Source: an optimization exercise on an open RTL-to-GDS flow (aim: small area). Production flows keep margins and buffers that such runs may drop.
In this exercise RTL edits were held to simulation tests only and were not proved equivalent to the original.
No activity file was given, so power comes from the tool's default toggle rates.

## flow/design.v (module list and top-level ports; edited modules follow where they fit)
// module playfield_rotator: 1714 lines
// module rot_fa: 4 lines
// module rot_ha: 4 lines
module playfield_rotator #(
  parameter int ITER = 12,
  parameter int CW   = 11
) (
  input  logic                 clk,
  input  logic                 reset,
  input  logic [9:0]           angle,
  input  logic                 update,
  input  logic [7:0]           scale,
  output logic                 busy,
  output logic                 coef_done,
  input  logic                 pix_valid,
  input  logic signed [CW-1:0] pix_x,
  input  logic signed [CW-1:0] pix_y,
  output logic                 out_valid,
  output logic signed [CW-1:0] rx,
  output logic signed [CW-1:0] ry
);
  // ...
==> flow/flow/run.sh <==
#!/bin/bash
# The standard layout (standard.sh), with these changes:
#  - the port buffers are the smallest buffer cell (buf_1);
#  - clock tree synthesis clusters up to 30 sinks per leaf buffer and inserts no
#    dummy loads.
# standard.sh's full output goes to standard.log; ORFS keeps each step's log
# under orfs/logs.
set -e
export BUFFER_PORTS_ARGS="-buffer_cell sky130_fd_sc_hd__buf_1"
export REMOVE_ABC_BUFFERS=1
export CTS_ARGS="-sink_clustering_enable -repair_clock_nets -sink_clustering_size 30 -sink_clustering_max_diameter 100 -dont_use_dummy_load"
bash standard.sh > standard.log 2>&1
==> flow/standard.sh <==
#!/bin/bash
# synth_recipe.tcl (not shown) runs the flow's synth.tcl, then flattens the netlist and writes it again
# the make line also repeats each setting of config.mk as NAME=value (left out here)
make -C /OpenROAD-flow-scripts/flow DESIGN_CONFIG=/design/flow/config.mk WORK_HOME=/design/flow/orfs CLKGATE_MAP_FILE= SYNTH_SCRIPT=/design/flow/synth_recipe.tcl "${@:-finish}"
==> flow/config.mk <==
export PLATFORM = sky130hd
export DESIGN_NAME = playfield_rotator
export DESIGN_NICKNAME = playfield_rotator
export VERILOG_FILES = /design/flow/design.v
export SDC_FILE = /design/flow/constraint.sdc
export NUM_CORES = 4
export LEC_CHECK = 0
export ABC_AREA = 1
export CAP_MARGIN = 20
export CORE_MARGIN = 2
export CORE_UTILIZATION = 40
export GPL_TIMING_DRIVEN = 0
export SLEW_MARGIN = 20
export SYNTH_HIERARCHICAL = 1
export SYNTH_MINIMUM_KEEP_SIZE = 0
==> flow/constraint.sdc <==
create_clock -name core_clock -period 10.0 [get_ports {clk}]
set_input_delay 2.0000 -clock core_clock [delete_from_list [all_inputs] [get_ports {clk}]]
set_output_delay 2.0000 -clock core_clock [all_outputs]
set_load 0.01 [all_outputs]
==> report_table.html, run 1 <==
<table>
<tr><th>Metric</th><th>Value</th></tr>
<tr><th colspan="2">Outcome</th></tr>
<tr><td>Outcome</td><td>complete, no violations</td></tr>
<tr><th colspan="2">Min path</th></tr>
<tr><td>HP Class</td><td>reg -&gt; reg</td></tr>
<tr><td>Startpoint of the lowest-slack hold path</td><td>v1</td></tr>
<tr><th colspan="2">Place</th></tr>
<tr><td>Gpl congestion</td><td>0.966</td></tr>
<tr><td>Setup Slack @ Placement</td><td>0.0449 ns</td></tr>
<tr><th colspan="2">Finish</th></tr>
<tr><td>Total Nets Final</td><td>3219</td></tr>
<tr><td>Non-clock buffers</td><td>81</td></tr>
<tr><td>Reg area</td><td>4170 µm²</td></tr>
<tr><td>Register share of the cell area</td><td>16.3%</td></tr>
<tr><td>Area used by multi-input combinational logic</td><td>18700 µm²</td></tr>
<tr><td>Fillers</td><td>6011</td></tr>
<tr><td>Final standard cell count with taps included and fillers excluded</td><td>3421</td></tr>
<tr><th colspan="2">Clocking</th></tr>
<tr><td>Post-cts resize count</td><td>1</td></tr>
<tr><td>Clock latency on the worst-skew pair</td><td>0.52 ns</td></tr>
<tr><td>Clock tree from TritonCTS</td><td>yes</td></tr>
<tr><td>Clock sink count</td><td>203</td></tr>
<tr><td>Post-CTS Setup Repair Bufs</td><td>0</td></tr>
<tr><td>Clock Tree Buf Depth</td><td>3</td></tr>
<tr><th colspan="2">Power</th></tr>
<tr><td>Portion of total power attributed to sequential cells</td><td>18.2%</td></tr>
<tr><td>Comb pwr share</td><td>73.6%</td></tr>
<tr><td>Clk power</td><td>0.536 mW</td></tr>
<tr><td>Clock Power Share</td><td>8.2%</td></tr>
<tr><th colspan="2">Logic synthesis</th></tr>
<tr><td>Largest area contributor in the netlist</td><td>sky130_fd_sc_hd__fa_1</td></tr>
<tr><td>Leading post-synthesis cells by instance count</td><td>480 x sky130_fd_sc_hd__fa_1, 345 x sky130_fd_sc_hd__a21oi_1, 322 x sky130_fd_sc_hd__nand2_1</td></tr>
<tr><td>Leading post-synthesis cells by cell area</td><td>sky130_fd_sc_hd__fa_1 39%, sky130_fd_sc_hd__dfxtp_1 16%, sky130_fd_sc_hd__o22ai_1 7.2%</td></tr>
<tr><td>Sequential element share of the synthesized area</td><td>16.9%</td></tr>
<tr><td>Number of enable-type register cells in the synthesized netlist</td><td>10</td></tr>
<tr><th colspan="2">STA</th></tr>
<tr><td>Total negative slack</td><td>0 ns</td></tr>
<tr><td>Final Hold Vio Count</td><td>0</td></tr>
<tr><td>Final worst path period share</td><td>97.0%</td></tr>
<tr><th colspan="2">Global route</th></tr>
<tr><td>First-pass GRT wire length</td><td>135 mm</td></tr>
<tr><th colspan="2">Drt</th></tr>
<tr><td>Number of DRC markers after the initial detailed-route iteration</td><td>3288</td></tr>
<tr><th colspan="2">Floorplan</th></tr>
<tr><td>Area enclosed by the die boundary</td><td>63400 µm²</td></tr>
<tr><th colspan="2">Worst setup path</th></tr>
<tr><td>Path depth of the worst reg2reg path</td><td>27</td></tr>
</table>
==> inputs of run 2 (changes only) <==
--- a/flow/design.v
+++ b/flow/design.v
@@ -20,48 +20,78 @@
   logic [3:0] t;
   always_ff @(posedge clk) begin
     if (reset)          t <= 4'd0;
     else if (update)    t <= 4'd1;
     else if (t != 4'd0) t <= t + 4'd1;
   end
   assign busy      = (t != 4'd0) && (t != 4'd15);
   assign coef_done = (t == 4'd15);
+  wire t10    = (t == 4'd10);
   wire t11    = (t == 4'd11);
   wire t12    = (t == 4'd12);
   wire t13    = (t == 4'd13);
   wire t14    = (t == 4'd14);
+  wire mwin   = t10 | t11 | t12 | t13;    
   wire commit = t14 && !update;
   logic [1:0]         quad;
   logic [7:0]         sq;
   logic               msg;        
   logic signed [15:0] cx, cy;     
-  logic signed [13:0] cz;         
-  function automatic logic [13:0] atan_lut(input logic [3:0] i);
-    case (i)
-      4'd1:    atan_lut = 14'd4836;
-      4'd2:    atan_lut = 14'd2555;
-      4'd3:    atan_lut = 14'd1297;
-      4'd4:    atan_lut = 14'd651;
-      4'd5:    atan_lut = 14'd326;
-      4'd6:    atan_lut = 14'd163;
-      4'd7:    atan_lut = 14'd81;
-      4'd8:    atan_lut = 14'd41;
-      4'd9:    atan_lut = 14'd20;
-      4'd10:   atan_lut = 14'd10;
-      4'd11:   atan_lut = 14'd5;
+  logic signed [15:0] cz;         
+  function automatic logic [13:0] atan_lut(input logic [3:0] t_);
+    case (t_)
+      4'd1:    atan_lut = 14'd1297;
+      4'd2:    atan_lut = 14'd651;
+      4'd3:    atan_lut = 14'd326;
+      4'd4:    atan_lut = 14'd163;
+      4'd5:    atan_lut = 14'd81;
+      4'd6:    atan_lut = 14'd41;
+      4'd7:    atan_lut = 14'd20;
+      4'd8:    atan_lut = 14'd10;
+      4'd9:    atan_lut = 14'd5;
       default: atan_lut = 14'd0;
     endcase
   endfunction
-  wire               dir = t13 | (~cz[13] & ~t14);
-  wire [3:0]         sh  = (t[3] & t[2]) ? 4'd0 : t;
+  wire               d1 = angle[7];
+  wire               d2 = d1 ? (angle[7:0] >= 8'd204) : (angle[7:0] >= 8'd53);
+  logic [15:0]       x3, y3;
+  logic [13:0]       k3;      
+  always_comb begin
+    case ({d1, d2})
+      2'b11:   begin x3 = 16'd1245;  y3 = 16'd16166; k3 = -14'sd15583; end
+      2'b10:   begin x3 = 16'd8705;  y3 = 16'd13680; k3 = -14'sd10473; end
+      2'b01:   begin x3 = 16'd13680; y3 = 16'd8705;  k3 = -14'sd5911;  end
+      default: begin x3 = 16'd16166; y3 = 16'd1245;  k3 = -14'sd801;   end
+    endcase
+  end
+  wire [7:0]         zl_hi;    
+  wire zl_0, zl_1;
+  rot_ha u_zl_0 (.a(angle[0]), .b(k3[6]), .s(zl_0), .co(zl_1));
+  wire zl_2, zl_3;
+  rot_fa u_zl_2 (.a(angle[1]), .b(k3[7]), .c(zl_1), .s(zl_2), .co(zl_3));
+  wire zl_4, zl_5;
+  rot_fa u_zl_4 (.a(angle[2]), .b(k3[8]), .c(zl_3), .s(zl_4), .co(zl_5));
+  wire zl_6, zl_7;
+  rot_fa u_zl_6 (.a(angle[3]), .b(k3[9]), .c(zl_5), .s(zl_6), .co(zl_7));
+  wire zl_8, zl_9;
+  rot_fa u_zl_8 (.a(angle[4]), .b(k3[10]), .c(zl_7), .s(zl_8), .co(zl_9));
+  wire zl_10, zl_11;
+  rot_fa u_zl_10 (.a(angle[5]), .b(k3[11]), .c(zl_9), .s(zl_10), .co(zl_11));
+  wire zl_12, zl_13;
+  rot_fa u_zl_12 (.a(angle[6]), .b(k3[12]), .c(zl_11), .s(zl_12), .co(zl_13));
+  wire zl_14 = angle[7] ^ k3[13] ^ zl_13;
+  assign zl_hi = {zl_14, zl_12, zl_10, zl_8, zl_6, zl_4, zl_2, zl_0};
+  wire               dir = mwin | (~cz[13] & ~t14);
+  wire [3:0]         sh  = t + 4'd2;
   wire signed [15:0] xsh = cx >>> sh;
   wire signed [15:0] ysh = cy >>> sh;
-  wire [15:0]        xs  = xsh & {16{~t13}};
-  wire [16:0]        xop = {17{dir}} ^ {ysh[15], ysh};    
+  wire [15:0]        xs  = xsh & {16{~mwin}};
+  wire [15:0]        ys  = ysh & {16{~mwin}};
+  wire [16:0]        xop = {17{dir}} ^ {ys[15], ys};      
   wire [15:0]        yop = {16{~dir}} ^ xs;               
   wire               ycin = ~dir;
   wire [13:0]        zop = {14{dir}} ^ atan_lut(t);       
   wire [16:0]        xsum;
   wire [15:0]        ysum;
   wire [13:0]        zsum;
   wire xa_0, xa_1;
   rot_fa u_xa_0 (.a(cx[0]), .b(xop[0]), .c(dir), .s(xa_0), .co(xa_1));
@@ -152,419 +182,296 @@
   wire za_20, za_21;
   rot_fa u_za_20 (.a(cz[10]), .b(zop[10]), .c(za_19), .s(za_20), .co(za_21));
   wire za_22, za_23;
   rot_fa u_za_22 (.a(cz[11]), .b(zop[11]), .c(za_21), .s(za_22), .co(za_23));
   wire za_24, za_25;
   rot_fa u_za_24 (.a(cz[12]), .b(zop[12]), .c(za_23), .s(za_24), .co(za_25));
   wire za_26 = cz[13] ^ zop[13] ^ za_25;
   assign zsum = {za_26, za_24, za_22, za_20, za_18, za_16, za_14, za_12, za_10, za_8, za_6, za_4, za_2, za_0};
-  wire [15:0]        mv = cx ^ {16{msg}};
-  wire [22:0]        mprod;
-  wire mt_0 = sq[0] & mv[0];
-  wire mt_1 = sq[0] & mv[1];
-  wire mt_2 = sq[0] & mv[2];
-  wire mt_3 = sq[0] & mv[3];
-  wire mt_4 = sq[0] & mv[4];
-  wire mt_5 = sq[0] & mv[5];
-  wire mt_6 = sq[0] & mv[6];
-  wire mt_7 = sq[0] & mv[7];
-  wire mt_8 = sq[0] & mv[8];
-  wire mt_9 = sq[0] & mv[9];
-  wire mt_10 = sq[0] & mv[10];
-  wire mt_11 = sq[0] & mv[11];
-  wire mt_12 = sq[0] & mv[12];
-  wire mt_13 = sq[0] & mv[13];
-  wire mt_14 = ~(sq[0] & mv[14]);
-  wire mt_15 = sq[1] & mv[0];
-  wire mt_16 = sq[1] & mv[1];
-  wire mt_17 = sq[1] & mv[2];
-  wire mt_18 = sq[1] & mv[3];
-  wire mt_19 = sq[1] & mv[4];
-  wire mt_20 = sq[1] & mv[5];
-  wire mt_21 = sq[1] & mv[6];
-  wire mt_22 = sq[1] & mv[7];
-  wire mt_23 = sq[1] & mv[8];
-  wire mt_24 = sq[1] & mv[9];
-  wire mt_25 = sq[1] & mv[10];
-  wire mt_26 = sq[1] & mv[11];
-  wire mt_27 = sq[1] & mv[12];
-  wire mt_28 = sq[1] & mv[13];
-  wire mt_29 = ~(sq[1] & mv[14]);
-  wire mt_30 = sq[2] & mv[0];
-  wire mt_31 = sq[2] & mv[1];
-  wire mt_32 = sq[2] & mv[2];
-  wire mt_33 = sq[2] & mv[3];
-  wire mt_34 = sq[2] & mv[4];
-  wire mt_35 = sq[2] & mv[5];
-  wire mt_36 = sq[2] & mv[6];
-  wire mt_37 = sq[2] & mv[7];
-  wire mt_38 = sq[2] & mv[8];
-  wire mt_39 = sq[2] & mv[9];
-  wire mt_40 = sq[2] & mv[10];
-  wire mt_41 = sq[2] & mv[11];
-  wire mt_42 = sq[2] & mv[12];
-  wire mt_43 = sq[2] & mv[13];
-  wire mt_44 = ~(sq[2] & mv[14]);
-  wire mt_45 = sq[3] & mv[0];
-  wire mt_46 = sq[3] & mv[1];
-  wire mt_47 = sq[3] & mv[2];
-  wire mt_48 = sq[3] & mv[3];
-  wire mt_49 = sq[3] & mv[4];
-  wire mt_50 = sq[3] & mv[5];
-  wire mt_51 = sq[3] & mv[6];
-  wire mt_52 = sq[3] & mv[7];
-  wire mt_53 = sq[3] & mv[8];
-  wire mt_54 = sq[3] & mv[9];
-  wire mt_55 = sq[3] & mv[10];
-  wire mt_56 = sq[3] & mv[11];
-  wire mt_57 = sq[3] & mv[12];
-  wire mt_58 = sq[3] & mv[13];
-  wire mt_59 = ~(sq[3] & mv[14]);
-  wire mt_60 = sq[4] & mv[0];
-  wire mt_61 = sq[4] & mv[1];
-  wire mt_62 = sq[4] & mv[2];
-  wire mt_63 = sq[4] & mv[3];
-  wire mt_64 = sq[4] & mv[4];
-  wire mt_65 = sq[4] & mv[5];
-  wire mt_66 = sq[4] & mv[6];
-  wire mt_67 = sq[4] & mv[7];
-  wire mt_68 = sq[4] & mv[8];
-  wire mt_69 = sq[4] & mv[9];
-  wire mt_70 = sq[4] & mv[10];
-  wire mt_71 = sq[4] & mv[11];
-  wire mt_72 = sq[4] & mv[12];
-  wire mt_73 = sq[4] & mv[13];
-  wire mt_74 = ~(sq[4] & mv[14]);
-  wire mt_75 = sq[5] & mv[0];
-  wire mt_76 = sq[5] & mv[1];
-  wire mt_77 = sq[5] & mv[2];
-  wire mt_78 = sq[5] & mv[3];
-  wire mt_79 = sq[5] & mv[4];
-  wire mt_80 = sq[5] & mv[5];
-  wire mt_81 = sq[5] & mv[6];
-  wire mt_82 = sq[5] & mv[7];
-  wire mt_83 = sq[5] & mv[8];
-  wire mt_84 = sq[5] & mv[9];
-  wire mt_85 = sq[5] & mv[10];
-  wire mt_86 = sq[5] & mv[11];
-  wire mt_87 = sq[5] & mv[12];
-  wire mt_88 = sq[5] & mv[13];
-  wire mt_89 = ~(sq[5] & mv[14]);
-  wire mt_90 = sq[6] & mv[0];
-  wire mt_91 = sq[6] & mv[1];
-  wire mt_92 = sq[6] & mv[2];
-  wire mt_93 = sq[6] & mv[3];
-  wire mt_94 = sq[6] & mv[4];
-  wire mt_95 = sq[6] & mv[5];
-  wire mt_96 = sq[6] & mv[6];
-  wire mt_97 = sq[6] & mv[7];
-  wire mt_98 = sq[6] & mv[8];
-  wire mt_99 = sq[6] & mv[9];
-  wire mt_100 = sq[6] & mv[10];
-  wire mt_101 = sq[6] & mv[11];
-  wire mt_102 = sq[6] & mv[12];
-  wire mt_103 = sq[6] & mv[13];
-  wire mt_104 = ~(sq[6] & mv[14]);
-  wire mt_105 = sq[7] & mv[0];
-  wire mt_106 = sq[7] & mv[1];
-  wire mt_107 = sq[7] & mv[2];
-  wire mt_108 = sq[7] & mv[3];
-  wire mt_109 = sq[7] & mv[4];
-  wire mt_110 = sq[7] & mv[5];
-  wire mt_111 = sq[7] & mv[6];
-  wire mt_112 = sq[7] & mv[7];
-  wire mt_113 = sq[7] & mv[8];
-  wire mt_114 = sq[7] & mv[9];
-  wire mt_115 = sq[7] & mv[10];
-  wire mt_116 = sq[7] & mv[11];
-  wire mt_117 = sq[7] & mv[12];
-  wire mt_118 = sq[7] & mv[13];
-  wire mt_119 = ~(sq[7] & mv[14]);
-  wire mt_120 = msg & sq[0];
-  wire mt_121 = msg & sq[1];
-  wire mt_122 = msg & sq[2];
-  wire mt_123 = msg & sq[3];
-  wire mt_124 = msg & sq[4];
-  wire mt_125 = msg & sq[5];
-  wire mt_126 = msg & sq[6];
-  wire mt_127 = msg & sq[7];
-  wire mt_128, mt_129;
-  rot_ha u_mt_128 (.a(mt_5), .b(mt_19), .s(mt_128), .co(mt_129));
+  wire [14:0]        mv   = cx[14:0] ^ {15{msg}};
+  wire [3:0]         md   = t[0] ? sq[7:4] : sq[3:0];
+  wire [15:0]        macc = cz & {16{t[0]}};
+  wire [19:0]        msum;
+  wire mt_0 = md[0] & mv[0];
+  wire mt_1 = md[0] & mv[1];
+  wire mt_2 = md[0] & mv[2];
+  wire mt_3 = md[0] & mv[3];
+  wire mt_4 = md[0] & mv[4];
+  wire mt_5 = md[0] & mv[5];
+  wire mt_6 = md[0] & mv[6];
+  wire mt_7 = md[0] & mv[7];
+  wire mt_8 = md[0] & mv[8];
+  wire mt_9 = md[0] & mv[9];
+  wire mt_10 = md[0] & mv[10];
+  wire mt_11 = md[0] & mv[11];
+  wire mt_12 = md[0] & mv[12];
+  wire mt_13 = md[0] & mv[13];
+  wire mt_14 = ~(md[0] & mv[14]);
+  wire mt_15 = msg & md[0];
+  wire mt_16 = md[1] & mv[0];
+  wire mt_17 = md[1] & mv[1];
+  wire mt_18 = md[1] & mv[2];
+  wire mt_19 = md[1] & mv[3];
+  wire mt_20 = md[1] & mv[4];
+  wire mt_21 = md[1] & mv[5];
+  wire mt_22 = md[1] & mv[6];
+  wire mt_23 = md[1] & mv[7];
+  wire mt_24 = md[1] & mv[8];
+  wire mt_25 = md[1] & mv[9];
+  wire mt_26 = md[1] & mv[10];
+  wire mt_27 = md[1] & mv[11];
+  wire mt_28 = md[1] & mv[12];
+  wire mt_29 = md[1] & mv[13];
+  wire mt_30 = ~(md[1] & mv[14]);
+  wire mt_31 = msg & md[1];
+  wire mt_32 = md[2] & mv[0];
+  wire mt_33 = md[2] & mv[1];
+  wire mt_34 = md[2] & mv[2];
+  wire mt_35 = md[2] & mv[3];
+  wire mt_36 = md[2] & mv[4];
+  wire mt_37 = md[2] & mv[5];
+  wire mt_38 = md[2] & mv[6];
+  wire mt_39 = md[2] & mv[7];
+  wire mt_40 = md[2] & mv[8];
+  wire mt_41 = md[2] & mv[9];
+  wire mt_42 = md[2] & mv[10];
+  wire mt_43 = md[2] & mv[11];
+  wire mt_44 = md[2] & mv[12];
+  wire mt_45 = md[2] & mv[13];
+  wire mt_46 = ~(md[2] & mv[14]);
+  wire mt_47 = msg & md[2];
+  wire mt_48 = md[3] & mv[0];
+  wire mt_49 = md[3] & mv[1];
+  wire mt_50 = md[3] & mv[2];
+  wire mt_51 = md[3] & mv[3];
+  wire mt_52 = md[3] & mv[4];
+  wire mt_53 = md[3] & mv[5];
+  wire mt_54 = md[3] & mv[6];
+  wire mt_55 = md[3] & mv[7];
+  wire mt_56 = md[3] & mv[8];
+  wire mt_57 = md[3] & mv[9];
+  wire mt_58 = md[3] & mv[10];
+  wire mt_59 = md[3] & mv[11];
+  wire mt_60 = md[3] & mv[12];
+  wire mt_61 = md[3] & mv[13];
+  wire mt_62 = ~(md[3] & mv[14]);
+  wire mt_63 = msg & md[3];
+  wire mt_64 = macc[0];
+  wire mt_65 = macc[1];
+  wire mt_66 = macc[2];
+  wire mt_67 = macc[3];
+  wire mt_68 = macc[4];
+  wire mt_69 = macc[5];
+  wire mt_70 = macc[6];
+  wire mt_71 = macc[7];
+  wire mt_72 = macc[8];
+  wire mt_73 = macc[9];
+  wire mt_74 = macc[10];
+  wire mt_75 = macc[11];
+  wire mt_76 = macc[12];
+  wire mt_77 = macc[13];
+  wire mt_78 = macc[14];
+  wire mt_79 = ~macc[15];
+  wire mt_80, mt_81;
+  rot_ha u_mt_80 (.a(mt_2), .b(mt_17), .s(mt_80), .co(mt_81));
+  wire mt_82, mt_83;
+  rot_fa u_mt_82 (.a(mt_3), .b(mt_18), .c(mt_33), .s(mt_82), .co(mt_83));
+  wire mt_84, mt_85;
+  rot_ha u_mt_84 (.a(mt_48), .b(mt_63), .s(mt_84), .co(mt_85));
+  wire mt_86, mt_87;
+  rot_fa u_mt_86 (.a(mt_4), .b(mt_19), .c(mt_34), .s(mt_86), .co(mt_87));
+  wire mt_88, mt_89;
+  rot_ha u_mt_88 (.a(mt_49), .b(mt_68), .s(mt_88), .co(mt_89));
+  wire mt_90, mt_91;
+  rot_fa u_mt_90 (.a(mt_5), .b(mt_20), .c(mt_35), .s(mt_90), .co(mt_91));
+  wire mt_92, mt_93;
+  rot_ha u_mt_92 (.a(mt_50), .b(mt_69), .s(mt_92), .co(mt_93));
+  wire mt_94, mt_95;
+  rot_fa u_mt_94 (.a(mt_6), .b(mt_21), .c(mt_36), .s(mt_94), .co(mt_95));
+  wire mt_96, mt_97;
+  rot_ha u_mt_96 (.a(mt_51), .b(mt_70), .s(mt_96), .co(mt_97));
+  wire mt_98, mt_99;
+  rot_fa u_mt_98 (.a(mt_7), .b(mt_22), .c(mt_37), .s(mt_98), .co(mt_99));
+  wire mt_100, mt_101;
+  rot_ha u_mt_100 (.a(mt_52), .b(mt_71), .s(mt_100), .co(mt_101));
+  wire mt_102, mt_103;
+  rot_fa u_mt_102 (.a(mt_8), .b(mt_23), .c(mt_38), .s(mt_102), .co(mt_103));
+  wire mt_104, mt_105;
+  rot_ha u_mt_104 (.a(mt_53), .b(mt_72), .s(mt_104), .co(mt_105));
+  wire mt_106, mt_107;
+  rot_fa u_mt_106 (.a(mt_9), .b(mt_24), .c(mt_39), .s(mt_106), .co(mt_107));
+  wire mt_108, mt_109;
+  rot_ha u_mt_108 (.a(mt_54), .b(mt_73), .s(mt_108), .co(mt_109));
+  wire mt_110, mt_111;
+  rot_fa u_mt_110 (.a(mt_10), .b(mt_25), .c(mt_40), .s(mt_110), .co(mt_111));
+  wire mt_112, mt_113;
+  rot_ha u_mt_112 (.a(mt_55), .b(mt_74), .s(mt_112), .co(mt_113));
+  wire mt_114, mt_115;
+  rot_fa u_mt_114 (.a(mt_11), .b(mt_26), .c(mt_41), .s(mt_114), .co(mt_115));
+  wire mt_116, mt_117;
+  rot_ha u_mt_116 (.a(mt_56), .b(mt_75), .s(mt_116), .co(mt_117));
+  wire mt_118, mt_119;
+  rot_fa u_mt_118 (.a(mt_12), .b(mt_27), .c(mt_42), .s(mt_118), .co(mt_119));
+  wire mt_120, mt_121;
+  rot_ha u_mt_120 (.a(mt_57), .b(mt_76), .s(mt_120), .co(mt_121));
+  wire mt_122, mt_123;
+  rot_fa u_mt_122 (.a(mt_13), .b(mt_28), .c(mt_43), .s(mt_122), .co(mt_123));
+  wire mt_124, mt_125;
+  rot_ha u_mt_124 (.a(mt_58), .b(mt_77), .s(mt_124), .co(mt_125));
+  wire mt_126, mt_127;
+  rot_fa u_mt_126 (.a(mt_14), .b(mt_29), .c(mt_44), .s(mt_126), .co(mt_127));
+  wire mt_128 = ~(mt_59 ^ mt_78);
+  wire mt_129 = mt_59 | mt_78;
   wire mt_130, mt_131;
-  rot_fa u_mt_130 (.a(mt_6), .b(mt_20), .c(mt_34), .s(mt_130), .co(mt_131));
-  wire mt_132, mt_133;
-  rot_ha u_mt_132 (.a(mt_48), .b(mt_62), .s(mt_132), .co(mt_133));
-  wire mt_134, mt_135;
-  rot_fa u_mt_134 (.a(mt_7), .b(mt_21), .c(mt_35), .s(mt_134), .co(mt_135));
-  wire mt_136, mt_137;
-  rot_fa u_mt_136 (.a(mt_49), .b(mt_63), .c(mt_77), .s(mt_136), .co(mt_137));
-  wire mt_138, mt_139;
-  rot_ha u_mt_138 (.a(mt_91), .b(mt_105), .s(mt_138), .co(mt_139));
-  wire mt_140, mt_141;
-  rot_fa u_mt_140 (.a(mt_8), .b(mt_22), .c(mt_36), .s(mt_140), .co(mt_141));
-  wire mt_142, mt_143;
-  rot_fa u_mt_142 (.a(mt_50), .b(mt_64), .c(mt_78), .s(mt_142), .co(mt_143));
-  wire mt_144, mt_145;
-  rot_ha u_mt_144 (.a(mt_92), .b(mt_106), .s(mt_144), .co(mt_145));
-  wire mt_146, mt_147;
-  rot_fa u_mt_146 (.a(mt_9), .b(mt_23), .c(mt_37), .s(mt_146), .co(mt_147));
-  wire mt_148, mt_149;
-  rot_fa u_mt_148 (.a(mt_51), .b(mt_65), .c(mt_79), .s(mt_148), .co(mt_149));
-  wire mt_150, mt_151;
-  rot_ha u_mt_150 (.a(mt_93), .b(mt_107), .s(mt_150), .co(mt_151));
-  wire mt_152, mt_153;
-  rot_fa u_mt_152 (.a(mt_10), .b(mt_24), .c(mt_38), .s(mt_152), .co(mt_153));
-  wire mt_154, mt_155;
-  rot_fa u_mt_154 (.a(mt_52), .b(mt_66), .c(mt_80), .s(mt_154), .co(mt_155));
-  wire mt_156, mt_157;
-  rot_ha u_mt_156 (.a(mt_94), .b(mt_108), .s(mt_156), .co(mt_157));
-  wire mt_158, mt_159;
-  rot_fa u_mt_158 (.a(mt_11), .b(mt_25), .c(mt_39), .s(mt_158), .co(mt_159));
-  wire mt_160, mt_161;
-  rot_fa u_mt_160 (.a(mt_53), .b(mt_67), .c(mt_81), .s(mt_160), .co(mt_161));
-  wire mt_162, mt_163;
-  rot_ha u_mt_162 (.a(mt_95), .b(mt_109), .s(mt_162), .co(mt_163));
-  wire mt_164, mt_165;
-  rot_fa u_mt_164 (.a(mt_12), .b(mt_26), .c(mt_40), .s(mt_164), .co(mt_165));
-  wire mt_166, mt_167;
-  rot_fa u_mt_166 (.a(mt_54), .b(mt_68), .c(mt_82), .s(mt_166), .co(mt_167));
-  wire mt_168, mt_169;
-  rot_ha u_mt_168 (.a(mt_96), .b(mt_110), .s(mt_168), .co(mt_169));
-  wire mt_170, mt_171;
-  rot_fa u_mt_170 (.a(mt_13), .b(mt_27), .c(mt_41), .s(mt_170), .co(mt_171));
-  wire mt_172, mt_173;
-  rot_fa u_mt_172 (.a(mt_55), .b(mt_69), .c(mt_83), .s(mt_172), .co(mt_173));
-  wire mt_174, mt_175;
-  rot_ha u_mt_174 (.a(mt_97), .b(mt_111), .s(mt_174), .co(mt_175));
-  wire mt_176, mt_177;
-  rot_fa u_mt_176 (.a(mt_14), .b(mt_28), .c(mt_42), .s(mt_176), .co(mt_177));
-  wire mt_178, mt_179;
-  rot_fa u_mt_178 (.a(mt_56), .b(mt_70), .c(mt_84), .s(mt_178), .co(mt_179));
-  wire mt_180 = ~(mt_98 ^ mt_112);
-  wire mt_181 = mt_98 | mt_112;
-  wire mt_182, mt_183;
-  rot_fa u_mt_182 (.a(mt_29), .b(mt_43), .c(mt_57), .s(mt_182), .co(mt_183));
-  wire mt_184, mt_185;
-  rot_fa u_mt_184 (.a(mt_71), .b(mt_85), .c(mt_99), .s(mt_184), .co(mt_185));
-  wire mt_186, mt_187;
-  rot_fa u_mt_186 (.a(mt_44), .b(mt_58), .c(mt_72), .s(mt_186), .co(mt_187));
-  wire mt_188, mt_189;
-  rot_ha u_mt_188 (.a(mt_3), .b(mt_17), .s(mt_188), .co(mt_189));
-  wire mt_190, mt_191;
-  rot_fa u_mt_190 (.a(mt_4), .b(mt_18), .c(mt_32), .s(mt_190), .co(mt_191));
-  wire mt_192, mt_193;
-  rot_ha u_mt_192 (.a(mt_46), .b(mt_60), .s(mt_192), .co(mt_193));
-  wire mt_194, mt_195;
-  rot_fa u_mt_194 (.a(mt_128), .b(mt_33), .c(mt_47), .s(mt_194), .co(mt_195));
-  wire mt_196, mt_197;
-  rot_fa u_mt_196 (.a(mt_61), .b(mt_75), .c(mt_125), .s(mt_196), .co(mt_197));
-  wire mt_198, mt_199;
-  rot_fa u_mt_198 (.a(mt_129), .b(mt_130), .c(mt_132), .s(mt_198), .co(mt_199));
-  wire mt_200, mt_201;
-  rot_fa u_mt_200 (.a(mt_76), .b(mt_90), .c(mt_126), .s(mt_200), .co(mt_201));
-  wire mt_202, mt_203;
-  rot_fa u_mt_202 (.a(mt_131), .b(mt_133), .c(mt_134), .s(mt_202), .co(mt_203));
-  wire mt_204, mt_205;
-  rot_fa u_mt_204 (.a(mt_136), .b(mt_138), .c(mt_127), .s(mt_204), .co(mt_205));
-  wire mt_206, mt_207;
-  rot_fa u_mt_206 (.a(mt_135), .b(mt_137), .c(mt_139), .s(mt_206), .co(mt_207));
-  wire mt_208, mt_209;
-  rot_fa u_mt_208 (.a(mt_140), .b(mt_142), .c(mt_144), .s(mt_208), .co(mt_209));
-  wire mt_210, mt_211;
-  rot_fa u_mt_210 (.a(mt_141), .b(mt_143), .c(mt_145), .s(mt_210), .co(mt_211));
-  wire mt_212, mt_213;
-  rot_fa u_mt_212 (.a(mt_146), .b(mt_148), .c(mt_150), .s(mt_212), .co(mt_213));
-  wire mt_214, mt_215;
-  rot_fa u_mt_214 (.a(mt_147), .b(mt_149), .c(mt_151), .s(mt_214), .co(mt_215));
-  wire mt_216, mt_217;
-  rot_fa u_mt_216 (.a(mt_152), .b(mt_154), .c(mt_156), .s(mt_216), .co(mt_217));
-  wire mt_218, mt_219;
-  rot_fa u_mt_218 (.a(mt_153), .b(mt_155), .c(mt_157), .s(mt_218), .co(mt_219));
-  wire mt_220, mt_221;
-  rot_fa u_mt_220 (.a(mt_158), .b(mt_160), .c(mt_162), .s(mt_220), .co(mt_221));
-  wire mt_222, mt_223;
-  rot_fa u_mt_222 (.a(mt_159), .b(mt_161), .c(mt_163), .s(mt_222), .co(mt_223));
-  wire mt_224, mt_225;
-  rot_fa u_mt_224 (.a(mt_164), .b(mt_166), .c(mt_168), .s(mt_224), .co(mt_225));
-  wire mt_226, mt_227;
-  rot_fa u_mt_226 (.a(mt_165), .b(mt_167), .c(mt_169), .s(mt_226), .co(mt_227));
-  wire mt_228, mt_229;
-  rot_fa u_mt_228 (.a(mt_170), .b(mt_172), .c(mt_174), .s(mt_228), .co(mt_229));
-  wire mt_230, mt_231;
-  rot_fa u_mt_230 (.a(mt_171), .b(mt_173), .c(mt_175), .s(mt_230), .co(mt_231));
-  wire mt_232, mt_233;
-  rot_fa u_mt_232 (.a(mt_176), .b(mt_178), .c(mt_180), .s(mt_232), .co(mt_233));
-  wire mt_234, mt_235;
-  rot_fa u_mt_234 (.a(mt_177), .b(mt_179), .c(mt_181), .s(mt_234), .co(mt_235));
-  wire mt_236, mt_237;
-  rot_fa u_mt_236 (.a(mt_182), .b(mt_184), .c(mt_113), .s(mt_236), .co(mt_237));
-  wire mt_238, mt_239;
-  rot_fa u_mt_238 (.a(mt_183), .b(mt_185), .c(mt_186), .s(mt_238), .co(mt_239));
-  wire mt_240, mt_241;
-  rot_fa u_mt_240 (.a(mt_86), .b(mt_100), .c(mt_114), .s(mt_240), .co(mt_241));
-  wire mt_242, mt_243;
-  rot_fa u_mt_242 (.a(mt_187), .b(mt_59), .c(mt_73), .s(mt_242), .co(mt_243));
-  wire mt_244, mt_245;
-  rot_fa u_mt_244 (.a(mt_87), .b(mt_101), .c(mt_115), .s(mt_244), .co(mt_245));
-  wire mt_246, mt_247;
-  rot_fa u_mt_246 (.a(mt_74), .b(mt_88), .c(mt_102), .s(mt_246), .co(mt_247));
-  wire mt_248, mt_249;
-  rot_ha u_mt_248 (.a(mt_2), .b(mt_16), .s(mt_248), .co(mt_249));
-  wire mt_250, mt_251;
-  rot_fa u_mt_250 (.a(mt_188), .b(mt_31), .c(mt_45), .s(mt_250), .co(mt_251));
-  wire mt_252, mt_253;
-  rot_fa u_mt_252 (.a(mt_189), .b(mt_190), .c(mt_192), .s(mt_252), .co(mt_253));
-  wire mt_254, mt_255;
-  rot_fa u_mt_254 (.a(mt_191), .b(mt_193), .c(mt_194), .s(mt_254), .co(mt_255));
-  wire mt_256, mt_257;
-  rot_fa u_mt_256 (.a(mt_195), .b(mt_197), .c(mt_198), .s(mt_256), .co(mt_257));
-  wire mt_258, mt_259;
-  rot_fa u_mt_258 (.a(mt_199), .b(mt_201), .c(mt_202), .s(mt_258), .co(mt_259));
-  wire mt_260, mt_261;
-  rot_fa u_mt_260 (.a(mt_203), .b(mt_205), .c(mt_206), .s(mt_260), .co(mt_261));
-  wire mt_262, mt_263;
-  rot_fa u_mt_262 (.a(mt_207), .b(mt_209), .c(mt_210), .s(mt_262), .co(mt_263));
-  wire mt_264, mt_265;
-  rot_fa u_mt_264 (.a(mt_211), .b(mt_213), .c(mt_214), .s(mt_264), .co(mt_265));
-  wire mt_266, mt_267;
-  rot_fa u_mt_266 (.a(mt_215), .b(mt_217), .c(mt_218), .s(mt_266), .co(mt_267));
-  wire mt_268, mt_269;
-  rot_fa u_mt_268 (.a(mt_219), .b(mt_221), .c(mt_222), .s(mt_268), .co(mt_269));
-  wire mt_270, mt_271;
-  rot_fa u_mt_270 (.a(mt_223), .b(mt_225), .c(mt_226), .s(mt_270), .co(mt_271));
-  wire mt_272, mt_273;
-  rot_fa u_mt_272 (.a(mt_227), .b(mt_229), .c(mt_230), .s(mt_272), .co(mt_273));
-  wire mt_274, mt_275;
-  rot_fa u_mt_274 (.a(mt_231), .b(mt_233), .c(mt_234), .s(mt_274), .co(mt_275));
-  wire mt_276, mt_277;
-  rot_fa u_mt_276 (.a(mt_235), .b(mt_237), .c(mt_238), .s(mt_276), .co(mt_277));
-  wire mt_278, mt_279;
-  rot_fa u_mt_278 (.a(mt_239), .b(mt_241), .c(mt_242), .s(mt_278), .co(mt_279));
-  wire mt_280, mt_281;
-  rot_fa u_mt_280 (.a(mt_243), .b(mt_245), .c(mt_246), .s(mt_280), .co(mt_281));
-  wire mt_282, mt_283;
-  rot_fa u_mt_282 (.a(mt_247), .b(mt_89), .c(mt_103), .s(mt_282), .co(mt_283));
-  wire mt_284, mt_285;
-  rot_ha u_mt_284 (.a(mt_1), .b(mt_15), .s(mt_284), .co(mt_285));
-  wire mt_286, mt_287;
-  rot_fa u_mt_286 (.a(mt_248), .b(mt_30), .c(mt_122), .s(mt_286), .co(mt_287));
-  wire mt_288, mt_289;
-  rot_fa u_mt_288 (.a(mt_249), .b(mt_250), .c(mt_123), .s(mt_288), .co(mt_289));
-  wire mt_290, mt_291;
-  rot_fa u_mt_290 (.a(mt_251), .b(mt_252), .c(mt_124), .s(mt_290), .co(mt_291));
-  wire mt_292, mt_293;
-  rot_fa u_mt_292 (.a(mt_253), .b(mt_254), .c(mt_196), .s(mt_292), .co(mt_293));
-  wire mt_294, mt_295;
-  rot_fa u_mt_294 (.a(mt_255), .b(mt_256), .c(mt_200), .s(mt_294), .co(mt_295));
-  wire mt_296, mt_297;
-  rot_fa u_mt_296 (.a(mt_257), .b(mt_258), .c(mt_204), .s(mt_296), .co(mt_297));
-  wire mt_298, mt_299;
-  rot_fa u_mt_298 (.a(mt_259), .b(mt_260), .c(mt_208), .s(mt_298), .co(mt_299));
-  wire mt_300, mt_301;
-  rot_fa u_mt_300 (.a(mt_261), .b(mt_262), .c(mt_212), .s(mt_300), .co(mt_301));
-  wire mt_302, mt_303;
-  rot_fa u_mt_302 (.a(mt_263), .b(mt_264), .c(mt_216), .s(mt_302), .co(mt_303));
-  wire mt_304, mt_305;
-  rot_fa u_mt_304 (.a(mt_265), .b(mt_266), .c(mt_220), .s(mt_304), .co(mt_305));
-  wire mt_306, mt_307;
-  rot_fa u_mt_306 (.a(mt_267), .b(mt_268), .c(mt_224), .s(mt_306), .co(mt_307));
-  wire mt_308, mt_309;
-  rot_fa u_mt_308 (.a(mt_269), .b(mt_270), .c(mt_228), .s(mt_308), .co(mt_309));
-  wire mt_310, mt_311;
-  rot_fa u_mt_310 (.a(mt_271), .b(mt_272), .c(mt_232), .s(mt_310), .co(mt_311));
-  wire mt_312, mt_313;
-  rot_fa u_mt_312 (.a(mt_273), .b(mt_274), .c(mt_236), .s(mt_312), .co(mt_313));
-  wire mt_314, mt_315;
-  rot_fa u_mt_314 (.a(mt_275), .b(mt_276), .c(mt_240), .s(mt_314), .co(mt_315));
-  wire mt_316, mt_317;
-  rot_fa u_mt_316 (.a(mt_277), .b(mt_278), .c(mt_244), .s(mt_316), .co(mt_317));
-  wire mt_318, mt_319;
-  rot_fa u_mt_318 (.a(mt_279), .b(mt_280), .c(mt_116), .s(mt_318), .co(mt_319));
-  wire mt_320, mt_321;
-  rot_fa u_mt_320 (.a(mt_281), .b(mt_282), .c(mt_117), .s(mt_320), .co(mt_321));
-  wire mt_322, mt_323;
-  rot_fa u_mt_322 (.a(mt_283), .b(mt_104), .c(mt_118), .s(mt_322), .co(mt_323));
-  wire mt_324, mt_325;
-  rot_ha u_mt_324 (.a(mt_0), .b(mt_120), .s(mt_324), .co(mt_325));
-  wire mt_326, mt_327;
-  rot_fa u_mt_326 (.a(mt_284), .b(mt_121), .c(mt_325), .s(mt_326), .co(mt_327));
-  wire mt_328, mt_329;
-  rot_fa u_mt_328 (.a(mt_285), .b(mt_286), .c(mt_327), .s(mt_328), .co(mt_329));
-  wire mt_330, mt_331;
-  rot_fa u_mt_330 (.a(mt_287), .b(mt_288), .c(mt_329), .s(mt_330), .co(mt_331));
-  wire mt_332, mt_333;
-  rot_fa u_mt_332 (.a(mt_289), .b(mt_290), .c(mt_331), .s(mt_332), .co(mt_333));
-  wire mt_334, mt_335;
-  rot_fa u_mt_334 (.a(mt_291), .b(mt_292), .c(mt_333), .s(mt_334), .co(mt_335));
-  wire mt_336, mt_337;
-  rot_fa u_mt_336 (.a(mt_293), .b(mt_294), .c(mt_335), .s(mt_336), .co(mt_337));
-  wire mt_338, mt_339;
-  rot_fa u_mt_338 (.a(mt_295), .b(mt_296), .c(mt_337), .s(mt_338), .co(mt_339));
-  wire mt_340, mt_341;
-  rot_fa u_mt_340 (.a(mt_297), .b(mt_298), .c(mt_339), .s(mt_340), .co(mt_341));
-  wire mt_342, mt_343;
-  rot_fa u_mt_342 (.a(mt_299), .b(mt_300), .c(mt_341), .s(mt_342), .co(mt_343));
-  wire mt_344, mt_345;
-  rot_fa u_mt_344 (.a(mt_301), .b(mt_302), .c(mt_343), .s(mt_344), .co(mt_345));
-  wire mt_346, mt_347;
-  rot_fa u_mt_346 (.a(mt_303), .b(mt_304), .c(mt_345), .s(mt_346), .co(mt_347));
-  wire mt_348, mt_349;
-  rot_fa u_mt_348 (.a(mt_305), .b(mt_306), .c(mt_347), .s(mt_348), .co(mt_349));
-  wire mt_350, mt_351;
-  rot_ha u_mt_350 (.a(mt_307), .b(mt_308), .s(mt_350), .co(mt_351));
-  wire mt_352, mt_353;
-  rot_fa u_mt_352 (.a(mt_309), .b(mt_310), .c(mt_351), .s(mt_352), .co(mt_353));
-  wire mt_354, mt_355;
-  rot_fa u_mt_354 (.a(mt_311), .b(mt_312), .c(mt_353), .s(mt_354), .co(mt_355));
-  wire mt_356, mt_357;
-  rot_fa u_mt_356 (.a(mt_313), .b(mt_314), .c(mt_355), .s(mt_356), .co(mt_357));
-  wire mt_358, mt_359;
-  rot_fa u_mt_358 (.a(mt_315), .b(mt_316), .c(mt_357), .s(mt_358), .co(mt_359));
-  wire mt_360, mt_361;
-  rot_fa u_mt_360 (.a(mt_317), .b(mt_318), .c(mt_359), .s(mt_360), .co(mt_361));
-  wire mt_362, mt_363;
-  rot_fa u_mt_362 (.a(mt_319), .b(mt_320), .c(mt_361), .s(mt_362), .co(mt_363));
-  wire mt_364, mt_365;
-  rot_fa u_mt_364 (.a(mt_321), .b(mt_322), .c(mt_363), .s(mt_364), .co(mt_365));
-  wire mt_366, mt_367;
-  rot_fa u_mt_366 (.a(mt_323), .b(mt_119), .c(mt_365), .s(mt_366), .co(mt_367));
-  wire mt_368 = ~mt_367;
-  wire mt_369 = mt_350 ^ mt_349;
-  wire mt_370 = mt_350 & mt_349;
-  wire mt_371 = mt_352 ^ mt_370;
-  wire mt_372 = mt_352 & mt_370;
-  wire mt_373 = mt_354 ^ mt_372;
-  wire mt_374 = mt_354 & mt_372;
-  wire mt_375 = mt_356 ^ mt_374;
-  wire mt_376 = mt_356 & mt_374;
-  wire mt_377 = mt_358 ^ mt_376;
-  wire mt_378 = mt_358 & mt_376;
-  wire mt_379 = mt_360 ^ mt_378;
-  wire mt_380 = mt_360 & mt_378;
-  wire mt_381 = mt_362 ^ mt_380;
-  wire mt_382 = mt_362 & mt_380;
-  wire mt_383 = mt_364 ^ mt_382;
-  wire mt_384 = mt_364 & mt_382;
-  wire mt_385 = mt_366 ^ mt_384;
-  wire mt_386 = mt_366 & mt_384;
-  wire mt_387 = mt_368 ^ mt_386;
-  assign mprod = {mt_387, mt_385, mt_383, mt_381, mt_379, mt_377, mt_375, mt_373, mt_371, mt_369, mt_348, mt_346, mt_344, mt_342, mt_340, mt_338, mt_336, mt_334, mt_332, mt_330, mt_328, mt_326, mt_324};
+  rot_fa u_mt_130 (.a(mt_30), .b(mt_45), .c(mt_60), .s(mt_130), .co(mt_131));
+  wire mt_132 = ~mt_79;
+  wire mt_133, mt_134;
+  rot_ha u_mt_133 (.a(mt_46), .b(mt_61), .s(mt_133), .co(mt_134));
+  wire mt_135, mt_136;
+  rot_ha u_mt_135 (.a(mt_1), .b(mt_16), .s(mt_135), .co(mt_136));
+  wire mt_137, mt_138;
+  rot_fa u_mt_137 (.a(mt_80), .b(mt_32), .c(mt_47), .s(mt_137), .co(mt_138));
+  wire mt_139, mt_140;
+  rot_fa u_mt_139 (.a(mt_81), .b(mt_82), .c(mt_84), .s(mt_139), .co(mt_140));
+  wire mt_141, mt_142;
+  rot_fa u_mt_141 (.a(mt_83), .b(mt_85), .c(mt_86), .s(mt_141), .co(mt_142));
+  wire mt_143, mt_144;
+  rot_fa u_mt_143 (.a(mt_87), .b(mt_89), .c(mt_90), .s(mt_143), .co(mt_144));
+  wire mt_145, mt_146;
+  rot_fa u_mt_145 (.a(mt_91), .b(mt_93), .c(mt_94), .s(mt_145), .co(mt_146));
+  wire mt_147, mt_148;
+  rot_fa u_mt_147 (.a(mt_95), .b(mt_97), .c(mt_98), .s(mt_147), .co(mt_148));
+  wire mt_149, mt_150;
+  rot_fa u_mt_149 (.a(mt_99), .b(mt_101), .c(mt_102), .s(mt_149), .co(mt_150));
+  wire mt_151, mt_152;
+  rot_fa u_mt_151 (.a(mt_103), .b(mt_105), .c(mt_106), .s(mt_151), .co(mt_152));
+  wire mt_153, mt_154;
+  rot_fa u_mt_153 (.a(mt_107), .b(mt_109), .c(mt_110), .s(mt_153), .co(mt_154));
+  wire mt_155, mt_156;
+  rot_fa u_mt_155 (.a(mt_111), .b(mt_113), .c(mt_114), .s(mt_155), .co(mt_156));
+  wire mt_157, mt_158;
+  rot_fa u_mt_157 (.a(mt_115), .b(mt_117), .c(mt_118), .s(mt_157), .co(mt_158));
+  wire mt_159, mt_160;
+  rot_fa u_mt_159 (.a(mt_119), .b(mt_121), .c(mt_122), .s(mt_159), .co(mt_160));
+  wire mt_161, mt_162;
+  rot_fa u_mt_161 (.a(mt_123), .b(mt_125), .c(mt_126), .s(mt_161), .co(mt_162));
+  wire mt_163, mt_164;
+  rot_fa u_mt_163 (.a(mt_127), .b(mt_129), .c(mt_130), .s(mt_163), .co(mt_164));
+  wire mt_165, mt_166;
+  rot_fa u_mt_165 (.a(mt_131), .b(mt_79), .c(mt_133), .s(mt_165), .co(mt_166));
+  wire mt_167, mt_168;
+  rot_ha u_mt_167 (.a(mt_134), .b(mt_62), .s(mt_167), .co(mt_168));
+  wire mt_169, mt_170;
+  rot_ha u_mt_169 (.a(mt_0), .b(mt_15), .s(mt_169), .co(mt_170));
+  wire mt_171, mt_172;
+  rot_fa u_mt_171 (.a(mt_135), .b(mt_31), .c(mt_65), .s(mt_171), .co(mt_172));
+  wire mt_173, mt_174;
+  rot_fa u_mt_173 (.a(mt_136), .b(mt_137), .c(mt_66), .s(mt_173), .co(mt_174));
+  wire mt_175, mt_176;
+  rot_fa u_mt_175 (.a(mt_138), .b(mt_139), .c(mt_67), .s(mt_175), .co(mt_176));
+  wire mt_177, mt_178;
+  rot_fa u_mt_177 (.a(mt_140), .b(mt_141), .c(mt_88), .s(mt_177), .co(mt_178));
+  wire mt_179, mt_180;
+  rot_fa u_mt_179 (.a(mt_142), .b(mt_143), .c(mt_92), .s(mt_179), .co(mt_180));
+  wire mt_181, mt_182;
+  rot_fa u_mt_181 (.a(mt_144), .b(mt_145), .c(mt_96), .s(mt_181), .co(mt_182));
+  wire mt_183, mt_184;
+  rot_fa u_mt_183 (.a(mt_146), .b(mt_147), .c(mt_100), .s(mt_183), .co(mt_184));
+  wire mt_185, mt_186;
+  rot_fa u_mt_185 (.a(mt_148), .b(mt_149), .c(mt_104), .s(mt_185), .co(mt_186));
+  wire mt_187, mt_188;
+  rot_fa u_mt_187 (.a(mt_150), .b(mt_151), .c(mt_108), .s(mt_187), .co(mt_188));
+  wire mt_189, mt_190;
+  rot_fa u_mt_189 (.a(mt_152), .b(mt_153), .c(mt_112), .s(mt_189), .co(mt_190));
+  wire mt_191, mt_192;
+  rot_fa u_mt_191 (.a(mt_154), .b(mt_155), .c(mt_116), .s(mt_191), .co(mt_192));
+  wire mt_193, mt_194;
+  rot_fa u_mt_193 (.a(mt_156), .b(mt_157), .c(mt_120), .s(mt_193), .co(mt_194));
+  wire mt_195, mt_196;
+  rot_fa u_mt_195 (.a(mt_158), .b(mt_159), .c(mt_124), .s(mt_195), .co(mt_196));
+  wire mt_197, mt_198;
+  rot_fa u_mt_197 (.a(mt_160), .b(mt_161), .c(mt_128), .s(mt_197), .co(mt_198));
+  wire mt_199, mt_200;
+  rot_fa u_mt_199 (.a(mt_162), .b(mt_163), .c(mt_132), .s(mt_199), .co(mt_200));
+  wire mt_201 = ~(mt_164 ^ mt_165);
+  wire mt_202 = mt_164 | mt_165;
+  wire mt_203 = ~(mt_166 ^ mt_167);
+  wire mt_204 = mt_166 | mt_167;
+  wire mt_205, mt_206;
+  rot_ha u_mt_205 (.a(mt_169), .b(mt_64), .s(mt_205), .co(mt_206));
+  wire mt_207, mt_208;
+  rot_fa u_mt_207 (.a(mt_170), .b(mt_171), .c(mt_206), .s(mt_207), .co(mt_208));
+  wire mt_209, mt_210;
+  rot_fa u_mt_209 (.a(mt_172), .b(mt_173), .c(mt_208), .s(mt_209), .co(mt_210));
+  wire mt_211, mt_212;
+  rot_fa u_mt_211 (.a(mt_174), .b(mt_175), .c(mt_210), .s(mt_211), .co(mt_212));
+  wire mt_213, mt_214;
+  rot_fa u_mt_213 (.a(mt_176), .b(mt_177), .c(mt_212), .s(mt_213), .co(mt_214));
+  wire mt_215, mt_216;
+  rot_fa u_mt_215 (.a(mt_178), .b(mt_179), .c(mt_214), .s(mt_215), .co(mt_216));
+  wire mt_217, mt_218;
+  rot_fa u_mt_217 (.a(mt_180), .b(mt_181), .c(mt_216), .s(mt_217), .co(mt_218));
+  wire mt_219, mt_220;
+  rot_fa u_mt_219 (.a(mt_182), .b(mt_183), .c(mt_218), .s(mt_219), .co(mt_220));
+  wire mt_221, mt_222;
+  rot_fa u_mt_221 (.a(mt_184), .b(mt_185), .c(mt_220), .s(mt_221), .co(mt_222));
+  wire mt_223, mt_224;
+  rot_fa u_mt_223 (.a(mt_186), .b(mt_187), .c(mt_222), .s(mt_223), .co(mt_224));
+  wire mt_225, mt_226;
+  rot_ha u_mt_225 (.a(mt_188), .b(mt_189), .s(mt_225), .co(mt_226));
+  wire mt_227, mt_228;
+  rot_fa u_mt_227 (.a(mt_190), .b(mt_191), .c(mt_226), .s(mt_227), .co(mt_228));
+  wire mt_229, mt_230;
+  rot_fa u_mt_229 (.a(mt_192), .b(mt_193), .c(mt_228), .s(mt_229), .co(mt_230));
+  wire mt_231, mt_232;
+  rot_fa u_mt_231 (.a(mt_194), .b(mt_195), .c(mt_230), .s(mt_231), .co(mt_232));
+  wire mt_233, mt_234;
+  rot_fa u_mt_233 (.a(mt_196), .b(mt_197), .c(mt_232), .s(mt_233), .co(mt_234));
+  wire mt_235, mt_236;
+  rot_fa u_mt_235 (.a(mt_198), .b(mt_199), .c(mt_234), .s(mt_235), .co(mt_236));
+  wire mt_237, mt_238;
+  rot_fa u_mt_237 (.a(mt_200), .b(mt_201), .c(mt_236), .s(mt_237), .co(mt_238));
+  wire mt_239, mt_240;
+  rot_fa u_mt_239 (.a(mt_202), .b(mt_203), .c(mt_238), .s(mt_239), .co(mt_240));
+  wire mt_241, mt_242;
+  rot_fa u_mt_241 (.a(mt_204), .b(mt_168), .c(mt_240), .s(mt_241), .co(mt_242));
+  wire mt_243 = ~mt_242;
+  wire mt_244 = mt_225 ^ mt_224;
+  wire mt_245 = mt_225 & mt_224;
+  wire mt_246 = mt_227 ^ mt_245;
+  wire mt_247 = mt_227 & mt_245;
+  wire mt_248 = mt_229 ^ mt_247;
+  wire mt_249 = mt_229 & mt_247;
+  wire mt_250 = mt_231 ^ mt_249;
+  wire mt_251 = mt_231 & mt_249;
+  wire mt_252 = mt_233 ^ mt_251;
+  wire mt_253 = mt_233 & mt_251;
+  wire mt_254 = mt_235 ^ mt_253;
+  wire mt_255 = mt_235 & mt_253;
+  wire mt_256 = mt_237 ^ mt_255;
+  wire mt_257 = mt_237 & mt_255;
+  wire mt_258 = mt_239 ^ mt_257;
+  wire mt_259 = mt_239 & mt_257;
+  wire mt_260 = mt_241 ^ mt_259;
+  wire mt_261 = mt_241 & mt_259;
+  wire mt_262 = mt_243 ^ mt_261;
+  assign msum = {mt_262, mt_260, mt_258, mt_256, mt_254, mt_252, mt_250, mt_248, mt_246, mt_244, mt_223, mt_221, mt_219, mt_217, mt_215, mt_213, mt_211, mt_209, mt_207, mt_205};
   always_ff @(posedge clk) begin
-    msg <= t11 ? quad[1] : (quad[0] ^ quad[1]);
+    msg <= (t == 4'd9 || t10) ? quad[1] : (quad[0] ^ quad[1]);
     if (update) begin
       quad <= angle[9:8];
       sq   <= scale;
-      cx   <= 16'sd9949;
-      cy   <= 16'sd9949;
-      cz   <= {~angle[7], angle[6:0], 6'b0};
+      cx   <= x3;
+      cy   <= y3;
+      cz   <= {2'b00, zl_hi, k3[5:0]};
     end else begin
-      cx   <= (t12 | (t13 & quad[0])) ? cy : (t13 ? mprod[22:7] : xsum[15:0]);
-      cy   <= (t12 | (t13 & quad[0])) ? mprod[22:7] : ysum;
-      cz   <= zsum;
+      cx   <= (t11 | (t13 & quad[0])) ? cy : (t13 ? msum[18:3] : xsum[15:0]);
+      cy   <= (t11 | (t13 & quad[0])) ? msum[18:3] : ysum;
+      cz   <= (t10 | t12) ? msum[19:4] : {2'b00, zsum};
     end
   end
   logic signed [15:0] c, s;
   logic signed [16:0] e;    
   always_ff @(posedge clk) begin
     if (reset) begin
       c <= 16'sd16384;
       s <= 16'sd0;
==> flow/run.sh (new file) <==
#!/bin/bash
# synth_recipe.tcl (not shown) runs the flow's synth.tcl, then flattens the netlist and writes it again
# the make line also repeats each setting of config.mk as NAME=value (left out here)
make -C /OpenROAD-flow-scripts/flow DESIGN_CONFIG=/design/flow/config.mk WORK_HOME=/design/flow/orfs CLKGATE_MAP_FILE= SYNTH_SCRIPT=/design/flow/synth_recipe.tcl finish
--- a/flow/config.mk
+++ b/flow/config.mk
@@ -4,12 +4,11 @@
 export VERILOG_FILES = /design/flow/design.v
 export SDC_FILE = /design/flow/constraint.sdc
 export NUM_CORES = 4
 export LEC_CHECK = 0
 export ABC_AREA = 1
 export CAP_MARGIN = 20
 export CORE_MARGIN = 2
 export CORE_UTILIZATION = 40
-export GPL_TIMING_DRIVEN = 0
 export SLEW_MARGIN = 20
 export SYNTH_HIERARCHICAL = 1
 export SYNTH_MINIMUM_KEEP_SIZE = 0
removed: flow/flow/run.sh
removed: flow/standard.sh
==> report_table.html, run 2 <==
<table>
<tr><th>Metric</th><th>Value</th></tr>
<tr><th colspan="2">STA</th></tr>
<tr><td>Final worst path period share</td><td>92.7% (was 97.0%)</td></tr>
<tr><td>Slew at the pin closest to its max-slew limit</td><td>1.03 ns (was 1.20 ns)</td></tr>
<tr><td>Minimum period implied by the final worst setup slack</td><td>9.27 ns (was 9.70 ns)</td></tr>
<tr><td>Total negative slack</td><td>0 ns (unchanged)</td></tr>
<tr><td>Setup clock skew after layout</td><td>0.0284 ns (was 0.0471 ns)</td></tr>
<tr><td>Headroom to the max-slew limit</td><td>31.2% (was 19.8%)</td></tr>
<tr><td>Final Hold Vio Count</td><td>0 (unchanged)</td></tr>
<tr><th colspan="2">Drt</th></tr>
<tr><td>Number of DRC markers after the initial detailed-route iteration</td><td>3224 (was 3288)</td></tr>
<tr><td>Vias</td><td>22700 (was 22200)</td></tr>
<tr><td>Routed length per instance</td><td>26.1 µm (was 25.2 µm)</td></tr>
<tr><td>Drt total wl</td><td>93.0 mm (was 86.0 mm)</td></tr>
<tr><td>Vias per inst</td><td>6.38 (was 6.50)</td></tr>
<tr><td># DRC</td><td>0 (unchanged)</td></tr>
<tr><td>First-pass iteration count of the detailed router</td><td>10 (unchanged)</td></tr>
<tr><th colspan="2">Logic synthesis</th></tr>
<tr><td>Sequential element share of the synthesized area</td><td>17.4% (was 16.9%)</td></tr>
<tr><td>Largest area contributor in the netlist</td><td>sky130_fd_sc_hd__fa_1 (unchanged)</td></tr>
<tr><td>Most common cell in the netlist</td><td>sky130_fd_sc_hd__fa_1 (unchanged)</td></tr>
<tr><td>Synth Warn #</td><td>7 (unchanged)</td></tr>
<tr><td>Leading post-synthesis cells by cell area</td><td>sky130_fd_sc_hd__fa_1 37%, sky130_fd_sc_hd__dfxtp_1 16%, sky130_fd_sc_hd__a21oi_1 7.6% (was sky130_fd_sc_hd__fa_1 39%, sky130_fd_sc_hd__dfxtp_1 16%, sky130_fd_sc_hd__o22ai_1 7.2%)</td></tr>
<tr><td>Leading post-synthesis cells by instance count</td><td>442 x sky130_fd_sc_hd__fa_1, 404 x sky130_fd_sc_hd__nand2_1, 366 x sky130_fd_sc_hd__a21oi_1 (was 480 x sky130_fd_sc_hd__fa_1, 345 x sky130_fd_sc_hd__a21oi_1, 322 x sky130_fd_sc_hd__nand2_1)</td></tr>
<tr><td>Number of enable-type register cells in the synthesized netlist</td><td>10 (unchanged)</td></tr>
<tr><td>Distinct cell type count after synthesis</td><td>41 (unchanged)</td></tr>
<tr><td>Commonest register cell after synthesis</td><td>sky130_fd_sc_hd__dfxtp_1 (unchanged)</td></tr>
<tr><td>Post-synthesis instance total</td><td>2813 (was 2781)</td></tr>
<tr><td>Synth top area share</td><td>36.7% (was 39.1%)</td></tr>
<tr><td>Mean area per synthesized cell</td><td>8.58 µm² (was 8.83 µm²)</td></tr>
<tr><th colspan="2">Floorplan</th></tr>
<tr><td>Die Wd</td><td>250 µm (was 252 µm)</td></tr>
<tr><td>Area enclosed by the die boundary</td><td>62300 µm² (was 63400 µm²)</td></tr>
<tr><td>Count of standard-cell rows</td><td>90 (unchanged)</td></tr>
<tr><td>Effective utilization at floorplan</td><td>40.2% (was 40.6%)</td></tr>
<tr><th colspan="2">Place</th></tr>
<tr><td>Total placed cells including tap cells</td><td>3521 (was 3407)</td></tr>
<tr><td>Buffers on Ports</td><td>68 (unchanged)</td></tr>
<tr><td>Gpl congestion</td><td>1.04 (was 0.966)</td></tr>
<tr><td>Post-placement cell area</td><td>25600 µm² (was 25200 µm²)</td></tr>
<tr><th colspan="2">Clocking</th></tr>
<tr><td>Clock Tree Buf Depth</td><td>3 (unchanged)</td></tr>
<tr><td>Buffer cell driving the clock tree root</td><td>sky130_fd_sc_hd__clkbuf_16 (unchanged)</td></tr>
<tr><td>Post-cts resize count</td><td>0 (was 1)</td></tr>
<tr><td>Post-CTS Setup Repair Bufs</td><td>0 (unchanged)</td></tr>
<tr><td>Count of H-tree levels built during CTS</td><td>1 (unchanged)</td></tr>
<tr><td>Clock sink count</td><td>205 (was 203)</td></tr>
<tr><td>Clock latency on the worst-skew pair</td><td>0.56 ns (was 0.52 ns)</td></tr>
<tr><td>Clock tree from TritonCTS</td><td>yes (unchanged)</td></tr>
<tr><td>Hold-fix buffers at CTS</td><td>0 (unchanged)</td></tr>
<tr><th colspan="2">Power</th></tr>
<tr><td>Internal power of the cells</td><td>3.47 mW (was 3.28 mW)</td></tr>
<tr><td>Static Leak</td><td>9.12 nW (was 8.44 nW)</td></tr>
<tr><td>Clock Power Share</td><td>14.4% (was 8.2%)</td></tr>
<tr><td>Comb pwr share</td><td>66.6% (was 73.6%)</td></tr>
<tr><td>Portion of total power attributed to sequential cells</td><td>19.0% (was 18.2%)</td></tr>
<tr><td>Total power</td><td>6.99 mW (was 6.52 mW)</td></tr>
<tr><th colspan="2">Worst setup path</th></tr>
<tr><td>Startpoint-to-endpoint class of the critical path</td><td>reg -&gt; reg (unchanged)</td></tr>
<tr><td>Cell family contributing the most delay on the critical path</td><td>adder cells (unchanged)</td></tr>
<tr><td>Critical Path Start Type</td><td>flip-flop (unchanged)</td></tr>
<tr><td>Signal arrival time at the worst endpoint</td><td>9.73 ns (was 10.06 ns)</td></tr>
<tr><td>Most used cell, CP</td><td>sky130_fd_sc_hd__fa_1 (unchanged)</td></tr>
<tr><td>Peak per-stage delay on the critical path</td><td>0.58 ns (was 0.70 ns)</td></tr>
<tr><td>Worst path slowest cell</td><td>sky130_fd_sc_hd__fa_1 (was sky130_fd_sc_hd__nand2_2)</td></tr>
<tr><td>Number of buffer and inverter stages on the critical path</td><td>5 (was 1)</td></tr>
<tr><th colspan="2">Global route</th></tr>
<tr><td>Overall fraction of global-route tracks in use</td><td>29.7% (was 27.2%)</td></tr>
<tr><td>First-pass GRT wire length</td><td>143 mm (was 135 mm)</td></tr>
<tr><td>Largest net degree at the start of global routing</td><td>66 (was 47)</td></tr>
<tr><td>Grt ovf</td><td>0 (unchanged)</td></tr>
<tr><td>Via count of the first global-routing pass</td><td>23200 (was 22900)</td></tr>
<tr><th colspan="2">Job</th></tr>
<tr><td>Number of max-cap violations</td><td>0 (unchanged)</td></tr>
<tr><th colspan="2">Finish</th></tr>
<tr><td>Most common cell after layout, fill and taps aside</td><td>sky130_fd_sc_hd__fa_1 (unchanged)</td></tr>
<tr><td>Total Nets Final</td><td>3312 (was 3219)</td></tr>
<tr><td>Final standard cell count with taps included and fillers excluded</td><td>3565 (was 3421)</td></tr>
<tr><td>Diodes inserted</td><td>0 (unchanged)</td></tr>
<tr><td>Post-route cell area</td><td>26500 µm² (was 25500 µm²)</td></tr>
<tr><td>Proportion of layout cells with a drive suffix above 1</td><td>6.68% (was 3.37%)</td></tr>
<tr><th colspan="2">Min path</th></tr>
<tr><td>HP Class</td><td>reg -&gt; reg (unchanged)</td></tr>
<tr><th colspan="2">Outcome</th></tr>
<tr><td>Outcome</td><td>complete, no violations (unchanged)</td></tr>
</table>
==> run 2: cell count changes after synthesis, moves of 10 or more <==
cell,delta
sky130_fd_sc_hd__nand2_1,+82
sky130_fd_sc_hd__nand3_1,-30
sky130_fd_sc_hd__or2_2,+11
sky130_fd_sc_hd__clkbuf_1,+11
sky130_fd_sc_hd__buf_2,+10
sky130_fd_sc_hd__o21ai_0,+30
sky130_fd_sc_hd__fa_1,-38
sky130_fd_sc_hd__xor2_1,-11
sky130_fd_sc_hd__buf_1,-12
sky130_fd_sc_hd__o21ai_1,+17
sky130_fd_sc_hd__nor2_1,-55
sky130_fd_sc_hd__a21oi_1,+21
==> run 2: cells by family (layout without fill, tap and decap cells) <==
logic type               count (synthesis)  in the layout  share of synthesized area, %
buffers and inverters                  460            430                          7.42
flip-flops                             205            205                          17.4
multiplexers                             1              1                        0.0415
AO/OA/AOI/OAI                          937            937                          22.5
XOR/XNOR                                37             37                          1.42
adder cells (fa/ha/maj)                502            502                          39.8
AND/OR/NAND/NOR                        671            671                          11.4
==> run 2: worst paths after layout <==
check / start / end / slack (ns) / cells past startpoint
min reg2reg: v1 / v2 / 0.40 / 2
max: t[1] / e[16] / 0.73 / 29
max reg2reg: t[1] / e[16] / 0.73 / 29
min: v1 / v2 / 0.40 / 2
==> run 2: power groups by stage <==
stage	registers [mW]	logic, mW	clock network, mW
after global placement	1.34	4.52	0
after floorplan	1.21	2.85	0
after detailed placement	1.34	4.57	0
after global routing	1.34	5.14	1.06
after CTS	1.32	4.61	1.02
final	1.33	4.66	1.01
==> run 2: metrics by stage <==
| step | setup WS, ns | util [%] |
|---|---|---|
| final | 0.725 | 44.1 |
| after global routing | 0.350 | 44.1 |
| after global placement | 0.877 | 42.6 |
| after detailed placement | 0.787 | 42.6 |
| after floorplan | 1.47 | - |
| after CTS | 0.788 | 44.1 |
==> run 2: area by class of cell <==
| class | instances | area (µm²) |
|---|---|---|
| fill | 5887 | 33600 |
| multi-input combinational | 2148 | 18100 |
| sequential | 205 | 4210 |
| timing repair buffer | 165 | 1410 |
| tap | 782 | 978 |
| inverter | 221 | 830 |
| clock buffer | 31 | 719 |
| clock inverter | 13 | 186 |
==> run 2: per-module statistics from Yosys, one instance, submodules excluded <==
module	times used	flops+latches	cell area (µm²)
playfield_rotator	1	205	15000
rot_fa	442	0	20.0
rot_ha	23	0	12.5
==> run 2: worst min-delay path: stages, from the launching register on <==
cell                      delay, ns
sky130_fd_sc_hd__dfxtp_1       0.29
sky130_fd_sc_hd__inv_1         0.04
sky130_fd_sc_hd__nor2_1        0.03
==> run 2: layer usage <==
metal | part of all wire (%) | GRT usage, %
met1 | 39 | 39.9
met2 | 43 | 45.3
met3 | 12 | 8.23
met4 | 5.3 | 12.4
met5 | 0.023 | 0

separate check: timing with driven ports:
No port has a modelled driver above. Below, the same layouts with a new extraction and two added sets of constraints. Step 1 sets driving cells, clkbuf_16 on the clock port and buf_2 on the other inputs (assumed; they add their load-dependent delay and slew). Step 2 also shifts input and output timing later by t, the mid clock arrival at the registers, as if the neighbouring blocks saw the same clock. Three values: ideal ports, drivers, drivers and shift; two values: the first two.
| run | t (ns) | slack for setup (ns) | worst hold slack (ns) | worst setup path at the end |
|---|---|---|---|---|
| run 1 | 0.558 | 0.295 / 0.295 / 0.295 | 0.414 / 0.414 / 0.414 | register to register |
| run 2 | 0.604 | 0.725 / 0.725 / 0.725 | 0.403 / 0.403 / 0.403 | register to register |
After both steps setup and hold are still met in every run listed.
